Context: an optimization exercise on an open-source flow, tuned for small area. The choices shown serve that exercise and are no tape-out recipe. Function was checked by simulation only, so behaviour that the tests miss may differ from the original. Power and IR drop assume default switching activity.

// fft_dit_top
module fft_dit_top (
   input  logic        clk,
   input  logic        rst_n,
   input  logic [15:0] in_x,
   input  logic        in_nd,
   output logic [15:0] out_x,
   output logic        out_nd,
   output logic        overflow
);
   logic                full;
   logic                load_go;
   logic                loading;
   logic [3:0]          ld_idx;
   logic [15:0]         ld_data;
   logic                ovf_ring;
   logic [1:0]          stage;
   logic                wb;
   logic                use_acc;
   logic                w4;
   logic [3:0]          mstep;
   logic [2:0]          n;
   logic                out_start;
   logic [15:0]         a;
   logic [15:0]         b;
   logic                b_bit;
   logic [15:0]         sum;
   logic [15:0]         dif;
   fft_input_buffer u_input (
      .clk(clk), .rst_n(rst_n), .in_x(in_x), .in_nd(in_nd),
      .load_go(load_go), .loading(loading), .ld_idx(ld_idx), .ovf_ring(ovf_ring),
      .rd_data(ld_data), .full(full), .overflow(overflow)
   );
   fft_stage_control u_ctrl (
      .clk(clk), .rst_n(rst_n), .full(full), .load_go(load_go),
      .loading(loading), .ld_idx(ld_idx), .stage(stage), .wb(wb),
      .use_acc(use_acc), .w4_sel(w4), .mstep_eff(mstep),
      .n_eff(n), .out_start(out_start)
   );
   fft_work_memory u_work (
      .clk(clk), .stage(stage), .ld_we(loading), .ld_data(ld_data),
      .wb(wb), .sum(sum), .dif(dif), .mstep(mstep), .a(a), .b(b),
      .b_bit(b_bit)
   );
   butterfly u_bf (
  ...
For scale: about 1500 cells after synthesis, about 0.021 mm2 of cells after synthesis.
Settings: LEC_CHECK=0, CAP_MARGIN=5, CORE_MARGIN=2, CORE_UTILIZATION=60, CTS_BUF_LIST=sky130_fd_sc_hd__clkbuf_8, CTS_CLUSTER_DIAMETER=50, CTS_CLUSTER_SIZE=18, SLEW_MARGIN=5; clock period 10.0 ns.
run.sh (not shown) runs the stock make flow with config.mk's settings and CLKGATE_MAP_FILE= SYNTH_SCRIPT=/design/flow/synth_recipe.tcl, a recipe that flattens the netlist after the stock synthesis.
The starting point went through all stages and came out clean.
Change:
Settings changed: CAP_MARGIN 5 to 20, CORE_UTILIZATION 60 to 40, CTS_BUF_LIST sky130_fd_sc_hd__clkbuf_8 to sky130_fd_sc_hd__clkbuf_4, CTS_CLUSTER_DIAMETER 50 to 40, CTS_CLUSTER_SIZE 18 to 10, SLEW_MARGIN 5 to 20.
The new run went through all stages and came out clean.
Utilization shrinks by 21 points.
Hold slack gets better by 0.0045 ns.
Register-to-register slack improves by 0.03 ns.
Change:
Settings changed: CORE_UTILIZATION 40 to 60, CTS_BUF_LIST sky130_fd_sc_hd__clkbuf_4 to sky130_fd_sc_hd__clkbuf_8, CTS_CLUSTER_DIAMETER 40 to 50, CTS_CLUSTER_SIZE 10 to 18.
What happened:
- The changed run completed without violations
- cell area fell by 3.0%
- via count fell by 2.3%
- clock skew stays flat
- worst hold slack gets worse by 0.0045 ns
- die area fell by 33%
Change:
Settings changed: CORE_UTILIZATION 60 to 40.
=>
- count of clock-buffer cells in the layout drops by 1
- cell area goes up by 1.4%
- cell count went up by 12%

========
## lane 1
Another version of the RTL of fft_dit_top (not shown whole).
Size in the first run: roughly 1500 cells after synthesis, ~37 I/O pins, roughly 0.021 mm^2 of cells after synthesis.
clock: 10.0 ns
lec_check: 0
cap_margin: 20
core_margin: 2
core_utilization: 60
cts_buf_list: sky130_fd_sc_hd__clkbuf_8
cts_cluster_diameter: 40
cts_cluster_size: 20
slew_margin: 20
Lane 1 completed; timing, DRC and antenna clean
For lane 2, these inputs were changed with respect to lane 1:
--- a/flow/config.mk
+++ b/flow/config.mk
@@ -9,6 +9,6 @@
 export CORE_MARGIN = 2
-export CORE_UTILIZATION = 60
+export CORE_UTILIZATION = 80
 export CTS_BUF_LIST = sky130_fd_sc_hd__clkbuf_8
-export CTS_CLUSTER_DIAMETER = 40
-export CTS_CLUSTER_SIZE = 20
+export CTS_CLUSTER_DIAMETER = 50
+export CTS_CLUSTER_SIZE = 18
 export SLEW_MARGIN = 20
--- outcome ---
Having completed the whole flow, lane 2 delivered a layout that passed the timing, DRC and antenna checks. NOTE via count lane 1->lane 2 increased by a little under 10%. Lane 1 has a higher count of filler cells inserted in the layout than lane 2. Lane 2 does worse than lane 1 on post-placement setup slack. Lane 2 improves on lane 1 in cell area. There was hardly any difference in non-clock buffer contribution to total cell area between lane 2 and lane 1. Any difference in clock-pin slew of the registers on the worst-case setup and hold paths between lane 1 and lane 2 is small enough to ignore. From lane 1 to lane 2 the numbers moved as follows: layout-stage area growth over the synthesis result saw a decrease, core utilization has increased.
The following lists how lane 3 was set up differently from lane 2:
--- a/flow/config.mk
+++ b/flow/config.mk
@@ -9,4 +9,4 @@
 export CORE_MARGIN = 2
-export CORE_UTILIZATION = 80
-export CTS_BUF_LIST = sky130_fd_sc_hd__clkbuf_8
+export CORE_UTILIZATION = 60
+export CTS_BUF_LIST = sky130_fd_sc_hd__clkbuf_8 sky130_fd_sc_hd__clkbuf_16
 export CTS_CLUSTER_DIAMETER = 50
### Flow results
- Looking at global-route total usage across every layer across lane 3 and lane 2, the one that comes out lower is lane 3.
- Summary of lane 3 over lane 2: initial antenna violation count went down; number of stages on the worst hold path did not really move.
- Looking at via count across lane 3 and lane 2, the one that comes out higher is lane 2.
- Lane 3 vs lane 2: combinational share of power down in lane 3
- The higher measured slew at the worst slew-check pin of lane 3 and lane 2 is in lane 2.
### lane 3 -> lane 4
==> flow/flow/run.sh (new file) <==
#!/bin/bash
# Own flow: the standard layout (standard.sh, unchanged synthesis and
# steps), with each port buffer made of the smallest buffer cell instead of
# the default choice. The full make output goes to standard.log.
set -o pipefail
export BUFFER_PORTS_ARGS="-buffer_cell sky130_fd_sc_hd__buf_1"
bash standard.sh > standard.log 2>&1
==> flow/standard.sh (new file) <==
#!/bin/bash
# synth_recipe.tcl (not shown) runs the flow's synth.tcl, then flattens the netlist and writes it again
# the make line also repeats each setting of config.mk as NAME=value (left out here)
make -C /OpenROAD-flow-scripts/flow DESIGN_CONFIG=/design/flow/config.mk WORK_HOME=/design/flow/orfs CLKGATE_MAP_FILE= SYNTH_SCRIPT=/design/flow/synth_recipe.tcl "${@:-finish}"
--- a/flow/config.mk
+++ b/flow/config.mk
@@ -9,4 +9,4 @@
 export CORE_MARGIN = 2
-export CORE_UTILIZATION = 60
-export CTS_BUF_LIST = sky130_fd_sc_hd__clkbuf_8 sky130_fd_sc_hd__clkbuf_16
+export CORE_UTILIZATION = 70
+export CTS_BUF_LIST = sky130_fd_sc_hd__clkbuf_8
 export CTS_CLUSTER_DIAMETER = 50
removed: flow/run.sh
Notes after the runs:
On slew at the pin closest to its max-slew limit, the lower figure sits with lane 4, not lane 3.
Min effective utilization at floorplan across lane 4 and lane 3: lane 3
Compare lane 4 and lane 3 | routability congestion estimate from global placement higher: lane 4
Sort lane 4 and lane 3 by vertical die dimension asc -> top: lane 4
Between lane 3 and lane 4, the flow reports leakage power figure decreasing by a few percent.

========
## nickel
Starting RTL as in the previous note.
export LEC_CHECK = 0
export CAP_MARGIN = 20
export CORE_MARGIN = 2
export CORE_UTILIZATION = 70
export CTS_BUF_LIST = sky130_fd_sc_hd__clkbuf_8
export CTS_CLUSTER_DIAMETER = 50
export CTS_CLUSTER_SIZE = 18
export SLEW_MARGIN = 20
create_clock -name core_clock -period 10.0 [get_ports {clk}]
Stock flow here: none of the scripts above is used.
nickel was carried through to the last stage, and its layout satisfied the timing, DRC and antenna checks.
#### Input delta (cedar over nickel)
- CORE_UTILIZATION changed from 70 to 60
[summary]
- Changes observed in cedar relative to nickel: register share of total power moved down, combinational share of power shrank by 0.3 points, post-layout minimum cycle time decreased by 0.0046 ns relative to the old numbers, power density relative to cell area now larger, synthesized cell count ~0 delta.
- Final worst slack: cedar > nickel
- Taking nickel as the reference, in cedar final critical-path share of the clock period barely changed, total placed instance area climbed 0.43%, total clock network power climbed about 10%.
Here is what was changed in the inputs of yarrow compared with cedar.
==> flow/flow/run.sh (new file) <==
#!/bin/bash
# Own flow: the standard layout, with the port buffers made of the
# smallest buffer cell instead of the default choice.
set -o pipefail
cp standard.sh standard_copy.sh.txt 2>/dev/null
export BUFFER_PORTS_ARGS="-buffer_cell sky130_fd_sc_hd__buf_1"
bash standard.sh > standard.log 2>&1
==> flow/standard.sh (new file) <==
#!/bin/bash
# synth_recipe.tcl (not shown) runs the flow's synth.tcl, then flattens the netlist and writes it again
# the make line also repeats each setting of config.mk as NAME=value (left out here)
make -C /OpenROAD-flow-scripts/flow DESIGN_CONFIG=/design/flow/config.mk WORK_HOME=/design/flow/orfs CLKGATE_MAP_FILE= SYNTH_SCRIPT=/design/flow/synth_recipe.tcl "${@:-finish}"
removed: flow/run.sh
## What came out
Fmax: yarrow > cedar
Of yarrow and cedar, the run reporting the lower post-route minimum period was yarrow.
Routed length per placed instance went down slightly going from cedar to yarrow.
yarrow against cedar: multi-input combinational cell area comparable; sequential share of layout area picked up an extra 0.40 points.

========
JK:
Another version of the RTL of fft_dit_top (not shown whole).
For scale: roughly 1800 cells after synthesis, roughly 37 I/O pins, ~22000 um2 of cells after synthesis.
clock: 10.0 ns
lec_check: 0
cap_margin: 20
core_margin: 2
core_utilization: 40
slew_margin: 20
Stock flow here: none of the scripts above is used.
Relative to JK, the following input files were edited for MS:
# JK
export LEC_CHECK = 0
export CAP_MARGIN = 20
export CORE_MARGIN = 2
export CORE_UTILIZATION = 40
export SLEW_MARGIN = 20
create_clock -name core_clock -period 10.0 [get_ports {clk}]
# MS
export LEC_CHECK = 0
export CAP_MARGIN = 20
export CORE_MARGIN = 2
export CORE_UTILIZATION = 40
export CTS_BUF_LIST = sky130_fd_sc_hd__clkbuf_4
export SLEW_MARGIN = 20
create_clock -name core_clock -period 10.0 [get_ports {clk}]
### Flow results
JK finished end to end and its layout was clean on timing, DRC and antenna.
MS completed end to end with timing, DRC and antenna clean.
Setup slack: MS more than JK
MS gives more via total after detailed routing than JK did.
MS reports a higher portion of total power attributed to sequential cells than JK does.

re-timing with driven ports:
The flow's constraints put no driver on any port. The routed layouts listed below were extracted and timed again, unchanged, in two steps.
Step 1 (the two cells are an assumption about what drives the block):
set clk [get_ports {clk}]
set_driving_cell -lib_cell sky130_fd_sc_hd__clkbuf_16 $clk
set_driving_cell -lib_cell sky130_fd_sc_hd__buf_2 [delete_from_list [all_inputs] $clk]
Step 2 adds t to the input delays and takes it off the output delays; t is the mean of the earliest and latest rising clock arrival at the registers after step 1. Input paths then give back, and output paths get back, about the clock's delay inside the block.
a / b / c = ideal ports / drivers / drivers and shift; a / b = the first two.
| run | t, ns | setup WS [ns] | worst setup path at the end | worst register clock-pin slew, ns |
|---|---|---|---|---|
| the first run of note 1 | 0.690 | 2.644 / 2.644 / 2.644 | register to register | 0.11 / 0.11 |
| the second run of note 1 | 0.883 | 2.677 / 2.677 / 2.677 | register to register | 0.12 / 0.12 |
| the third run of note 1 | 0.690 | 2.644 / 2.644 / 2.644 | register to register | 0.11 / 0.11 |
| the fourth run of note 1 | 0.695 | 2.706 / 2.706 / 2.706 | register to register | 0.11 / 0.11 |
| lane 1 | 0.663 | 2.190 / 2.190 / 2.190 | register to register | 0.10 / 0.10 |
| lane 2 | 0.621 | 2.088 / 2.088 / 2.088 | register to register | 0.12 / 0.12 |
| lane 3 | 0.628 | 2.199 / 2.199 / 2.199 | register to register | 0.07 / 0.07 |
| lane 4 | 0.647 | 2.203 / 2.203 / 2.203 | register to register | 0.11 / 0.11 |
| nickel | 0.623 | 2.227 / 2.227 / 2.227 | register to register | 0.11 / 0.11 |
| cedar | 0.698 | 2.231 / 2.231 / 2.231 | register to register | 0.11 / 0.11 |
| yarrow | 0.690 | 2.544 / 2.544 / 2.544 | register to register | 0.11 / 0.11 |
| JK | 0.647 | 2.198 / 2.198 / 2.198 | register to register | 0.07 / 0.07 |
| MS | 0.911 | 2.246 / 2.246 / 2.246 | register to register | 0.07 / 0.07 |
After both steps setup and hold are still met in every run listed.
